Source: an optimization exercise on an open RTL-to-GDS flow (aim: small area and a short achievable clock period). Production flows keep margins and buffers that such runs may drop.
In this exercise RTL edits were held to simulation tests only and were not proved equivalent to the original.

==> run K <==
==> flow/design.v <==
module rf_hold (
    input  logic q,
    input  logic w,
    input  logic we,
    input  logic keep,
    output logic d
);
    assign d = (q & keep) | (w & we);
endmodule
module rf_sel3 (
    input  logic [2:0] a,
    input  logic [2:0] s,
    output logic       yn
);
    assign yn = ~((a[0] & s[0]) | (a[1] & s[1]) | (a[2] & s[2]));
endmodule
module rf_and3 (
    input  logic a,
    input  logic b,
    input  logic c,
    output logic y
);
    assign y = a & b & c;
endmodule
module rf_sel1 (
    input  logic a,
    input  logic s,
    output logic yn
);
    assign yn = ~(a & s);
endmodule
module rf_rdbit (
    input  logic [30:0] a,
    input  logic [30:0] s,
    output logic        yn
);
    logic [10:0] t;
    genvar k;
    generate
        for (k = 0; k < 10; k++) begin : g_s3
            rf_sel3 u_s3 (.a(a[3*k +: 3]), .s(s[3*k +: 3]), .yn(t[k]));
        end
    endgenerate
    rf_sel1 u_s1 (.a(a[30]), .s(s[30]), .yn(t[10]));
    assign yn = &t;
endmodule
module rf_byp (
    input  logic rd_n,     
    input  logic hit,
    input  logic hit_n,
    input  logic wb_n,     
    output logic y
);
    assign y = ~((rd_n & hit_n) | (wb_n & hit));
endmodule
module regfile_wb (
    input  logic        clk,
    input  logic        rst,
    input  logic        wb_en,
    input  logic [4:0]  wb_addr,
    input  logic [63:0] wb_data,
    input  logic [4:0]  ra_addr,
    input  logic [4:0]  rb_addr,
    output logic [63:0] ra_data,
    output logic [63:0] rb_data,
    input  logic        pend_set,
    input  logic [4:0]  pend_addr,
    output logic        ra_busy,
    output logic        rb_busy,
    output logic [5:0]  pend_cnt
);
    localparam int NR = 31;    
    logic [NR-1:0][63:0] regs_q, regs_d;
    logic [NR-1:0]       vld_q;
    logic [NR-1:0]       pend_q;
    logic [5:0]          cnt_q;
    logic [3:0]    w_lo, a_lo, b_lo;
    logic [7:0]    w_hi, a_hi, b_hi;
    logic [NR-1:0] wdec, pdec;
    genvar g, b;
    generate
        for (g = 0; g < 4; g++) begin : g_lo
            assign w_lo[g] = (wb_addr[1:0] == 2'(g));
            assign a_lo[g] = (ra_addr[1:0] == 2'(g));
            assign b_lo[g] = (rb_addr[1:0] == 2'(g));
        end
        for (g = 0; g < 8; g++) begin : g_hi
            assign w_hi[g] = wb_en && (wb_addr[4:2] == 3'(g));
            assign a_hi[g] = (ra_addr[4:2] == 3'(g));
            assign b_hi[g] = (rb_addr[4:2] == 3'(g));
        end
        for (g = 0; g < NR; g++) begin : g_dec
            assign wdec[g] = w_lo[g % 4] && w_hi[g / 4];
            assign pdec[g] = pend_set && (pend_addr == 5'(g));
        end
    endgenerate
    generate
        for (g = 0; g < NR; g++) begin : g_reg
            for (b = 0; b < 64; b++) begin : g_bit
                rf_hold u_hold (
                    .q    (regs_q[g][b]),
                    .w    (wb_data[b]),
                    .we   (wdec[g]),
                    .keep (~wdec[g]),
                    .d    (regs_d[g][b])
                );
            end
        end
    endgenerate
    always_ff @(posedge clk) begin
        regs_q <= regs_d;
    end
    logic set_inc, clr_dec;
    assign set_inc = |(pdec & ~pend_q);
    assign clr_dec = |(wdec & pend_q & ~pdec);
    always_ff @(posedge clk or posedge rst) begin
        if (rst) begin
            vld_q  <= '0;
            pend_q <= '0;
            cnt_q  <= '0;
        end else begin
            vld_q  <= vld_q | wdec;
            pend_q <= (pend_q & ~wdec) | pdec;
            if (set_inc && !clr_dec)
                cnt_q <= cnt_q + 6'd1;
            else if (clr_dec && !set_inc)
                cnt_q <= cnt_q - 6'd1;
        end
    end
    assign pend_cnt = cnt_q;
    localparam int NCP = 4;    
    logic hit_a, hit_b;
    assign hit_a = wb_en && (wb_addr == ra_addr) && (ra_addr != 5'd31);
    assign hit_b = wb_en && (wb_addr == rb_addr) && (rb_addr != 5'd31);
    logic [NCP-1:0][NR-1:0] sel_a, sel_b;
    genvar c;
    generate
        for (c = 0; c < NCP; c++) begin : g_cp
            for (g = 0; g < NR; g++) begin : g_sel
                rf_and3 u_sa (.a(a_lo[g % 4]), .b(a_hi[g / 4]), .c(vld_q[g]), .y(sel_a[c][g]));
                rf_and3 u_sb (.a(b_lo[g % 4]), .b(b_hi[g / 4]), .c(vld_q[g]), .y(sel_b[c][g]));
            end
        end
    endgenerate
    logic [63:0] wb_n;
    assign wb_n = ~wb_data;
    generate
        for (b = 0; b < 64; b++) begin : g_rd
            logic [NR-1:0] col;
            logic          ra_n, rb_n;
            for (g = 0; g < NR; g++) begin : g_col
                assign col[g] = regs_q[g][b];
            end
            rf_rdbit u_a (.a(col), .s(sel_a[b / (64 / NCP)]), .yn(ra_n));
            rf_rdbit u_b (.a(col), .s(sel_b[b / (64 / NCP)]), .yn(rb_n));
            rf_byp u_ya (.rd_n(ra_n), .hit(hit_a), .hit_n(~hit_a),
                         .wb_n(wb_n[b]), .y(ra_data[b]));
            rf_byp u_yb (.rd_n(rb_n), .hit(hit_b), .hit_n(~hit_b),
                         .wb_n(wb_n[b]), .y(rb_data[b]));
        end
    endgenerate
    logic [31:0] pend_x;
    assign pend_x  = {1'b0, pend_q};
    assign ra_busy = pend_x[ra_addr] && !hit_a;
    assign rb_busy = pend_x[rb_addr] && !hit_b;
endmodule
==> flow/flow/run.sh <==
#!/bin/bash
# Standard ORFS layout, with the port buffers made from a regular buffer
# (buf_4) instead of the delay buffer buffer_ports picks by default.
set -euo pipefail
bash standard.sh "BUFFER_PORTS_ARGS=-buffer_cell sky130_fd_sc_hd__buf_4" finish > flow_make.log 2>&1
==> flow/standard.sh <==
#!/bin/bash
# synth_recipe.tcl (not shown) runs the flow's synth.tcl, then flattens the netlist and writes it again
# the make line also repeats each setting of config.mk as NAME=value (left out here)
make -C /OpenROAD-flow-scripts/flow DESIGN_CONFIG=/design/flow/config.mk WORK_HOME=/design/flow/orfs CLKGATE_MAP_FILE= SYNTH_SCRIPT=/design/flow/synth_recipe.tcl "${@:-finish}"
==> flow/config.mk <==
export PLATFORM = sky130hd
export DESIGN_NAME = regfile_wb
export DESIGN_NICKNAME = regfile_wb
export VERILOG_FILES = /design/flow/design.v
export SDC_FILE = /design/flow/constraint.sdc
export NUM_CORES = 4
export LEC_CHECK = 0
export CAP_MARGIN = 20
export CELL_PAD_IN_SITES_DETAIL_PLACEMENT = 1
export CELL_PAD_IN_SITES_GLOBAL_PLACEMENT = 1
export CORE_MARGIN = 2
export CORE_UTILIZATION = 35
export SETUP_SLACK_MARGIN = 2.5
export SLEW_MARGIN = 20
export SYNTH_HIERARCHICAL = 1
==> flow/constraint.sdc <==
create_clock -name core_clock -period 7.5 [get_ports {clk}]
set_input_delay 1.5000 -clock core_clock [delete_from_list [all_inputs] [get_ports {clk}]]
set_output_delay 1.5000 -clock core_clock [all_outputs]
set_load 0.01 [all_outputs]
==> run Y (differences from run K) <==
CORE_UTILIZATION = 40   (was 35)
==> run_results.csv <==
group,metric,value,unit
outcome,status,"timing/DRC/antenna clean",
placed_design,dp_hpwl,273800,um
timing,tightest_slew,1.283,ns
layout,drive_gt1_share,23.78,%
cts,post_cts_buffers,273,
power_and_ir_drop,power_sequential,15.3,mW
drt,routedWlPerCell,44.49,um
die,floorplan.initialDensity,35.18,%
layout,multi_input_gates,4645,
The numbers above come from run K.

==> run_results.csv <==
group,metric,value,unit
placed_design,dp_hpwl,281400,um
global_routing,grt_pass1_vias,85220,
layout,drive_gt1_share,22.72,%
drt,drc,0,
cts,post_cts_buffers,189,
placed_design,postPlaceCellArea,0.08964,mm^2
outcome,status,"timing/DRC/antenna clean",
layout,multi_input_gates,4635,
timing,tightest_slew,1.166,ns
drt,routedWlPerCell,45.49,um
die,die_width,456.1,um
The numbers above come from run Y.

==> afterwards: timing with drivers on the ports <==
No port has a modelled driver above. Below, the same layouts with a new extraction and two added sets of constraints.
Step 1 assumes that a clkbuf_16 drives the clock port and a buf_2 every other input.
Step 2 moves the port delays by t, midway between the first and last clock arrival at a register: inputs arrive t later, outputs are due t later. That takes back most of the time a late clock gives input paths.
Three values: no drivers, after step 1, after step 2; two values: the first two.
run | t (ns) | setup WS [ns] | clock arrival spread, ns | worst slew at a driven data input, ns | pins driven straight from the clock port
run K | 0.990 | 1.703 / 1.417 / 1.417 | 0.048 / 0.049 | 0.30 | 1
run Y | 0.990 | 1.812 / 1.667 / 1.667 | 0.048 / 0.048 | 0.28 | 1
After both steps every run listed still meets setup and hold. The setup slack of run K, which loses most, moves by -0.286 ns with the drivers and by -0.286 ns with both steps.
